This is an optimization exercise on Yosys and OpenROAD, whose aim is small area, a short achievable clock period and few clock cycles, not a production implementation. At most, simulation tests tie the RTL to the original design; equivalence was not proved.

== rev 12 ==
## euclid_top
module euclid_top
(
  input  wire logic        cr_intf,
  input  wire logic        rst_n,
  input  wire logic        job_start,
  input  wire logic        job_shape,       
  input  wire logic [7:0]  job_p0_x,
  input  wire logic [7:0]  job_p0_y,
  input  wire logic [7:0]  job_p1_x,
  input  wire logic [7:0]  job_p1_y,
  input  wire logic [7:0]  job_p2_x,
  input  wire logic [7:0]  job_p2_y,
  input  wire logic [15:0] job_color,
  input  wire logic [2:0]  job_bzdepth,
  input  wire logic        pxl_ready,
  output logic             busy,
  output logic             job_done,
  output logic             pxl_valid,
  output logic [7:0]       pxl_x,
  output logic [7:0]       pxl_y,
  output logic [15:0]      pxl_color
);
==> flow/config.mk <==
export PLATFORM = sky130hd
export DESIGN_NAME = euclid_top
export DESIGN_NICKNAME = euclid_top
export VERILOG_FILES = /design/flow/design.v
export SDC_FILE = /design/flow/constraint.sdc
export NUM_CORES = 4
export LEC_CHECK = 0
export CAP_MARGIN = 20
export CORE_MARGIN = 2
export CORE_UTILIZATION = 40
export SLEW_MARGIN = 20
==> flow/constraint.sdc <==
create_clock -name core_clock -period 5.5 [get_ports {cr_intf}]
set_input_delay 1.1000 -clock core_clock [delete_from_list [all_inputs] [get_ports {cr_intf}]]
set_output_delay 1.1000 -clock core_clock [all_outputs]
set_load 0.01 [all_outputs]
run.sh (not shown) runs the stock make flow with config.mk's settings and CLKGATE_MAP_FILE= SYNTH_SCRIPT=/design/flow/synth_recipe.tcl, a recipe that flattens the netlist after the stock synthesis.
Testbench counts of rev 12, summed over its fixed seeds: cycles 68,592.
The following lists how rev 13 was set up differently from rev 12:
--- a/flow/design.v
+++ b/flow/design.v
@@ -45,30 +45,14 @@
   logic       g_st;          
   logic [1:0] g_j;           
   logic [1:0] g_e;           
   logic [7:0] ta_x, ta_y, tb_x, tb_y, tc_x, tc_y;
   function automatic logic [7:0] mid(input logic [7:0] a, input logic [7:0] b);
     logic [8:0] s;
-    logic       cy;
-    cy = 1'b0;
-    for (int i = 0; i < 8; i++)
-    begin
-      s[i] = a[i] ^ b[i] ^ cy;
-      cy   = (a[i] & b[i]) | (cy & (a[i] ^ b[i]));
-    end
-    s[8] = cy;
-    mid  = s[8:1];
-  endfunction
-  function automatic logic [7:0] step1(input logic [7:0] x, input logic up);
-    logic t;
-    t = 1'b1;
-    for (int i = 0; i < 8; i++)
-    begin
-      step1[i] = x[i] ^ t;
-      t        = t & (x[i] ^ ~up);
-    end
+    s   = {1'b0, a} + {1'b0, b};
+    mid = s[8:1];
   endfunction
   logic [7:0] mab_x, mab_y, mbc_x, mbc_y;
   assign mab_x = mid(ta_x, tb_x);
   assign mab_y = mid(ta_y, tb_y);
   assign mbc_x = mid(tb_x, tc_x);
   assign mbc_y = mid(tb_y, tc_y);
@@ -256,14 +240,14 @@
         cur_last <= ne_last;
       end
       else if (accept & ~at_end)
       begin
         err <= err_nx[9:0];
         if (step_x)
-          ps_x <= step1(ps_x, sx);
+          ps_x <= sx ? ps_x + 8'd1 : ps_x - 8'd1;
         if (step_y)
-          ps_y <= step1(ps_y, sy);
+          ps_y <= sy ? ps_y + 8'd1 : ps_y - 8'd1;
       end
     end
   end
 endmodule
 `default_nettype wire
[summary]
- Rev 12 → rev 13: cell area after placement rose by 3.4%; area of all placed cells without fillers rose by 3.2%; non-clock inverter instance count of the final layout rose by about 4.6%; worst reg-to-reg path cell count rose by 7; routed wire length fell by 680 um.
- Rev 13 against rev 12: portion of the clock cycle consumed by the worst path in the final layout moved up, fmax moved down, overall fraction of global-route tracks in use moved down, detail-routed net length per standard cell moved down.
- The core of rev 13 is less densely filled than that of rev 12.
No functional check of the RTL was part of rev 13.

The RTL this note starts from:
==> flow/design.v <==
`default_nettype none
package euclid_pkg;
  localparam int X_W = 8;
  localparam int Y_W = 8;
endpackage
`default_nettype wire
`timescale 1ns/1ps
`default_nettype none
module euclid_top
(
  input  wire logic        cr_intf,
  input  wire logic        rst_n,
  input  wire logic        job_start,
  input  wire logic        job_shape,       
  input  wire logic [7:0]  job_p0_x,
  input  wire logic [7:0]  job_p0_y,
  input  wire logic [7:0]  job_p1_x,
  input  wire logic [7:0]  job_p1_y,
  input  wire logic [7:0]  job_p2_x,
  input  wire logic [7:0]  job_p2_y,
  input  wire logic [15:0] job_color,
  input  wire logic [2:0]  job_bzdepth,
  input  wire logic        pxl_ready,
  output logic             busy,
  output logic             job_done,
  output logic             pxl_valid,
  output logic [7:0]       pxl_x,
  output logic [7:0]       pxl_y,
  output logic [15:0]      pxl_color
);
  assign pxl_color = job_color;
  logic start_c;
  assign start_c = job_start & ~busy;
  logic [1:0] lp_c;
  always_comb
  begin
    case (job_bzdepth)
      3'd0, 3'd1: lp_c = 2'd0;
      3'd2:       lp_c = 2'd1;
      default:    lp_c = 2'd2;
    endcase
  end
  logic       g_act;
  logic [1:0] g_lvl;         
  logic       g_st;          
  logic [1:0] g_j;           
  logic [1:0] g_e;           
  logic [7:0] ta_x, ta_y, tb_x, tb_y, tc_x, tc_y;
  function automatic logic [7:0] mid(input logic [7:0] a, input logic [7:0] b);
    logic [8:0] s;
    logic       cy;
    cy = 1'b0;
    for (int i = 0; i < 8; i++)
    begin
      s[i] = a[i] ^ b[i] ^ cy;
      cy   = (a[i] & b[i]) | (cy & (a[i] ^ b[i]));
    end
    s[8] = cy;
    mid  = s[8:1];
  endfunction
  function automatic logic [7:0] step1(input logic [7:0] x, input logic up);
    logic t;
    t = 1'b1;
    for (int i = 0; i < 8; i++)
    begin
      step1[i] = x[i] ^ t;
      t        = t & (x[i] ^ ~up);
    end
  endfunction
  logic [7:0] mab_x, mab_y, mbc_x, mbc_y;
  assign mab_x = mid(ta_x, tb_x);
  assign mab_y = mid(ta_y, tb_y);
  assign mbc_x = mid(tb_x, tc_x);
  assign mbc_y = mid(tb_y, tc_y);
  logic       g_emit;        
  logic       g_jlast;
  logic       g_last;
  logic       g_dir;
  logic [7:0] g_ep_x, g_ep_y;
  logic       g_take;
  assign g_emit  = g_act & (g_lvl == lp_c);
  assign g_jlast = (lp_c == 2'd0) | ((lp_c == 2'd1) & g_j[0]) | (g_j == 2'd3);
  assign g_last  = (g_e == 2'd3) & g_jlast;
  assign g_dir   = ((lp_c == 2'd2) & (g_lvl == 2'd0)) ? g_j[1] : g_j[0];
  always_comb
  begin
    case (g_e)
      2'd0, 2'd1: begin g_ep_x = mab_x; g_ep_y = mab_y; end
      2'd2:       begin g_ep_x = tb_x;  g_ep_y = tb_y;  end
      default:    begin g_ep_x = tc_x;  g_ep_y = tc_y;  end
    endcase
  end
  logic       ne_v, ne_last;
  logic [7:0] ne_x, ne_y;
  logic       ne_take;
  assign g_take = g_emit & (~ne_v | ne_take);
  logic [7:0] ps_x, ps_y;    
  logic [7:0] cnt;           
  logic [7:0] dx, dy;
  logic       sx, sy;
  logic signed [9:0] err;
  logic       cur_last;
  assign pxl_x = ps_x;
  assign pxl_y = ps_y;
  logic at_end, accept, line_free;    
  logic [7:0] xm, ym;
  assign xm   = step1(ps_x, sx);
  assign ym   = step1(ps_y, sy);
  assign accept    = pxl_valid & pxl_ready;
  assign job_done  = accept & at_end & cur_last;
  assign line_free = ~pxl_valid | (accept & at_end & ~cur_last);
  assign ne_take   = busy & line_free & ne_v;
  logic [8:0] ddx_a, ddx_b, ddy_a, ddy_b;
  logic [7:0] ndx, ndy;
  logic       nsx, nsy;
  assign ddx_a = {1'b0, ne_x} - {1'b0, ps_x};
  assign ddx_b = {1'b0, ps_x} - {1'b0, ne_x};
  assign ddy_a = {1'b0, ne_y} - {1'b0, ps_y};
  assign ddy_b = {1'b0, ps_y} - {1'b0, ne_y};
  assign nsx   = ~ddx_a[8];
  assign nsy   = ~ddy_a[8];
  assign ndx   = nsx ? ddx_a[7:0] : ddx_b[7:0];
  assign ndy   = nsy ? ddy_a[7:0] : ddy_b[7:0];
  logic signed [10:0] tx, ty;
  logic step_x, step_y;
  logic signed [9:0] err_x, err_y, err_xy, err_nx;
  assign tx     = {err, 1'b0};                            
  assign ty     = -$signed({3'b000, dy});
  assign step_x = (tx > ty);                              
  assign step_y = (tx < $signed({3'b000, dx}));           
  assign err_x  = err - $signed({2'b00, dy});
  assign err_y  = err + $signed({2'b00, dx});
  assign err_xy = err + $signed({2'b00, dx}) - $signed({2'b00, dy});
  assign err_nx = ({10{step_x &  step_y}} & err_xy) |
                  ({10{step_x & ~step_y}} & err_x) |
                  ({10{~step_x}}          & err_y);
  always_ff @(posedge cr_intf or negedge rst_n)
  begin
    if (!rst_n)
    begin
      busy      <= 1'b0;
      pxl_valid <= 1'b0;
      ne_v      <= 1'b0;
      g_act     <= 1'b0;
    end
    else
    begin
      if (start_c)
      begin
        busy      <= 1'b1;
        pxl_valid <= 1'b0;
        ne_v      <= ~job_shape | (job_bzdepth == 3'd0);
        g_act     <= job_shape;
      end
      else
      begin
        if (job_done)
        begin
          busy      <= 1'b0;
          pxl_valid <= 1'b0;
        end
        else if (busy & line_free)
          pxl_valid <= ne_v;
        if (g_take)
          ne_v <= 1'b1;
        else if (ne_take)
          ne_v <= 1'b0;
        if (g_take & g_last)
          g_act <= 1'b0;
      end
    end
  end
  always_ff @(posedge cr_intf)
  begin
    if (start_c)
    begin
      ps_x     <= job_p0_x;
      ps_y     <= job_p0_y;
      ne_x     <= job_p1_x;
      ne_y     <= job_p1_y;
      ne_last  <= ~job_shape;
      ta_x     <= job_p0_x;
      ta_y     <= job_p0_y;
      tb_x     <= job_p1_x;
      tb_y     <= job_p1_y;
      tc_x     <= job_p2_x;
      tc_y     <= job_p2_y;
      g_lvl    <= 2'd0;
      g_e      <= (job_bzdepth == 3'd0) ? 2'd3 : 2'd0;
      g_st     <= 1'b0;
      g_j      <= 2'd0;
    end
    else
    begin
      if (g_act & ~g_emit)
      begin
        g_st <= ~g_st;
        if (!g_st)
        begin
          if (g_dir)
          begin
            ta_x <= mab_x; ta_y <= mab_y;
            tb_x <= mbc_x; tb_y <= mbc_y;
          end
          else
          begin
            tb_x <= mab_x; tb_y <= mab_y;
            tc_x <= mbc_x; tc_y <= mbc_y;
          end
        end
        else
        begin
          g_lvl <= g_lvl + 2'd1;
          if (g_dir)
          begin
            ta_x <= mab_x; ta_y <= mab_y;
          end
          else
          begin
            tc_x <= mbc_x; tc_y <= mbc_y;
          end
        end
      end
      else if (g_take)
      begin
        g_e <= g_e + 2'd1;
        if (g_e == 2'd0)
        begin
          ta_x <= mab_x; ta_y <= mab_y;
          tb_x <= mbc_x; tb_y <= mbc_y;
        end
        if (g_e == 2'd3)
        begin
          g_j   <= g_j + 2'd1;
          g_lvl <= 2'd0;
          ta_x  <= job_p0_x; ta_y <= job_p0_y;
          tb_x  <= job_p1_x; tb_y <= job_p1_y;
          tc_x  <= job_p2_x; tc_y <= job_p2_y;
        end
      end
      if (g_take)
      begin
        ne_x    <= g_ep_x;
        ne_y    <= g_ep_y;
        ne_last <= g_last;
      end
      if (ne_take)
      begin
        cnt      <= (ndx >= ndy) ? ndx : ndy;    
        dx       <= ndx;
        dy       <= ndy;
        sx       <= nsx;
        sy       <= nsy;
        err      <= $signed({2'b00, ndx}) - $signed({2'b00, ndy});
        cur_last <= ne_last;
        at_end   <= (ne_x == ps_x) & (ne_y == ps_y);
      end
      else if (accept & ~at_end)
      begin
        err    <= err_nx[9:0];
        cnt    <= cnt - 8'd1;
        at_end <= (cnt == 8'd1);
        if (step_x)
          ps_x <= xm;
        if (step_y)
          ps_y <= ym;
      end
    end
  end
endmodule
`default_nettype wire
==> flow/config.mk <==
export PLATFORM = sky130hd
export DESIGN_NAME = euclid_top
export DESIGN_NICKNAME = euclid_top
export VERILOG_FILES = /design/flow/design.v
export SDC_FILE = /design/flow/constraint.sdc
export NUM_CORES = 4
export LEC_CHECK = 0
export CAP_MARGIN = 20
export CORE_MARGIN = 2
export CORE_UTILIZATION = 40
export CTS_BUF_LIST = sky130_fd_sc_hd__clkbuf_8
export SETUP_SLACK_MARGIN = 1.6
export SLEW_MARGIN = 20
==> flow/constraint.sdc <==
create_clock -name core_clock -period 5.5 [get_ports {cr_intf}]
set_input_delay 1.1000 -clock core_clock [delete_from_list [all_inputs] [get_ports {cr_intf}]]
set_output_delay 1.1000 -clock core_clock [all_outputs]
set_load 0.01 [all_outputs]
standard.sh (not shown) runs the stock make flow with config.mk's settings and CLKGATE_MAP_FILE= SYNTH_SCRIPT=/design/flow/synth_recipe.tcl, a recipe that flattens the netlist after the stock synthesis.
==> flow/flow/run.sh <==
#!/bin/bash
# Standard layout, with plain buf_2 cells (instead of the default delay-buffer
# cell) for the port buffers. Full make output goes to make.log.
set -euo pipefail
export BUFFER_PORTS_ARGS="-buffer_cell sky130_fd_sc_hd__buf_2"
bash standard.sh > make.log 2>&1
The baseline finished with timing, DRC and antenna clean.
Next try:
--- a/flow/design.v
+++ b/flow/design.v
@@ -94,34 +94,39 @@
   logic [7:0] ne_x, ne_y;
   logic       ne_take;
   assign g_take = g_emit & (~ne_v | ne_take);
   logic [7:0] ps_x, ps_y;    
-  logic [7:0] cnt;           
+  logic [7:0] en_x, en_y;    
   logic [7:0] dx, dy;
   logic       sx, sy;
   logic signed [9:0] err;
+  logic       xmaj;          
   logic       cur_last;
   assign pxl_x = ps_x;
   assign pxl_y = ps_y;
   logic at_end, accept, line_free;    
   logic [7:0] xm, ym;
+  logic       end_nx;
   assign xm   = step1(ps_x, sx);
   assign ym   = step1(ps_y, sy);
+  assign end_nx = xmaj ? (xm == en_x) : (ym == en_y);
   assign accept    = pxl_valid & pxl_ready;
   assign job_done  = accept & at_end & cur_last;
   assign line_free = ~pxl_valid | (accept & at_end & ~cur_last);
   assign ne_take   = busy & line_free & ne_v;
   logic [8:0] ddx_a, ddx_b, ddy_a, ddy_b;
   logic [7:0] ndx, ndy;
   logic       nsx, nsy;
-  assign ddx_a = {1'b0, ne_x} - {1'b0, ps_x};
-  assign ddx_b = {1'b0, ps_x} - {1'b0, ne_x};
-  assign ddy_a = {1'b0, ne_y} - {1'b0, ps_y};
-  assign ddy_b = {1'b0, ps_y} - {1'b0, ne_y};
+  assign ddx_a = {1'b0, ne_x} - {1'b0, en_x};
+  assign ddx_b = {1'b0, en_x} - {1'b0, ne_x};
+  assign ddy_a = {1'b0, ne_y} - {1'b0, en_y};
+  assign ddy_b = {1'b0, en_y} - {1'b0, ne_y};
   assign nsx   = ~ddx_a[8];
   assign nsy   = ~ddy_a[8];
   assign ndx   = nsx ? ddx_a[7:0] : ddx_b[7:0];
   assign ndy   = nsy ? ddy_a[7:0] : ddy_b[7:0];
+  logic signed [9:0] err0;
+  assign err0 = $signed({2'b00, ndx}) - $signed({2'b00, ndy});
   logic signed [10:0] tx, ty;
   logic step_x, step_y;
   logic signed [9:0] err_x, err_y, err_xy, err_nx;
   assign tx     = {err, 1'b0};                            
@@ -175,8 +180,10 @@
     if (start_c)
     begin
       ps_x     <= job_p0_x;
       ps_y     <= job_p0_y;
+      en_x     <= job_p0_x;
+      en_y     <= job_p0_y;
       ne_x     <= job_p1_x;
       ne_y     <= job_p1_y;
       ne_last  <= ~job_shape;
       ta_x     <= job_p0_x;
@@ -245,22 +252,23 @@
         ne_last <= g_last;
       end
       if (ne_take)
       begin
-        cnt      <= (ndx >= ndy) ? ndx : ndy;    
+        en_x     <= ne_x;
+        en_y     <= ne_y;
         dx       <= ndx;
         dy       <= ndy;
         sx       <= nsx;
         sy       <= nsy;
-        err      <= $signed({2'b00, ndx}) - $signed({2'b00, ndy});
+        err      <= err0;
+        xmaj     <= ~err0[9];
         cur_last <= ne_last;
-        at_end   <= (ne_x == ps_x) & (ne_y == ps_y);
+        at_end   <= (ne_x == en_x) & (ne_y == en_y);
       end
       else if (accept & ~at_end)
       begin
         err    <= err_nx[9:0];
-        cnt    <= cnt - 8'd1;
-        at_end <= (cnt == 8'd1);
+        at_end <= end_nx;
         if (step_x)
           ps_x <= xm;
         if (step_y)
           ps_y <= ym;
What happened: Routed wire length grows by a little under a tenth; flip-flop and latch count grows by 9; final cell count grows by a few percent; synthesized area grows by a few percent; first-iteration DRC count grows by a few percent; global-route usage grows by 0.79 points; die area grows by a few percent; worst hold slack hardly moves; via count grows by a few percent; setup slack improves by 340 ps; clock skew shrinks by 7.1 ps.
No run of this note included a check of the RTL's function; only the layout flow was run.

[separate check: timing with driven ports]
The flow's constraints put no driver on any port. The routed layouts listed below were extracted and timed again, unchanged, in two steps.
Step 1 (the two cells are an assumption about what drives the block):
set clk [get_ports {cr_intf}]
set_driving_cell -lib_cell sky130_fd_sc_hd__clkbuf_16 $clk
set_driving_cell -lib_cell sky130_fd_sc_hd__buf_2 [delete_from_list [all_inputs] $clk]
Step 2 times the ports against the registers' clock, not the clock port: input delays grow and output delays shrink by t, the midpoint of the rising clock arrivals with the driver on.
Three values: ideal, step 1, step 2; two values: the first two.
| run | t, ns | slack for setup (ns) | worst hold slack (ns) | latest minus earliest clock arrival (ns) | pins driven straight from the clock port |
|---|---|---|---|---|---|
| rev 12 | 0.472 | 1.265 / 1.265 / 1.265 | 0.442 / 0.442 / 0.442 | 0.016 / 0.016 | 1 |
| rev 13 | 0.474 | 1.002 / 1.002 / 1.002 | 0.431 / 0.431 / 0.431 | 0.015 / 0.016 | 1 |
| the first run of note 2 | 0.497 | 1.367 / 1.367 / 1.367 | 0.428 / 0.408 / 0.430 | 0.024 / 0.023 | 1 |
| the second run of note 2 | 0.494 | 1.706 / 1.706 / 1.706 | 0.428 / 0.409 / 0.438 | 0.014 / 0.015 | 1 |
After both steps setup and hold are still met in every run listed.
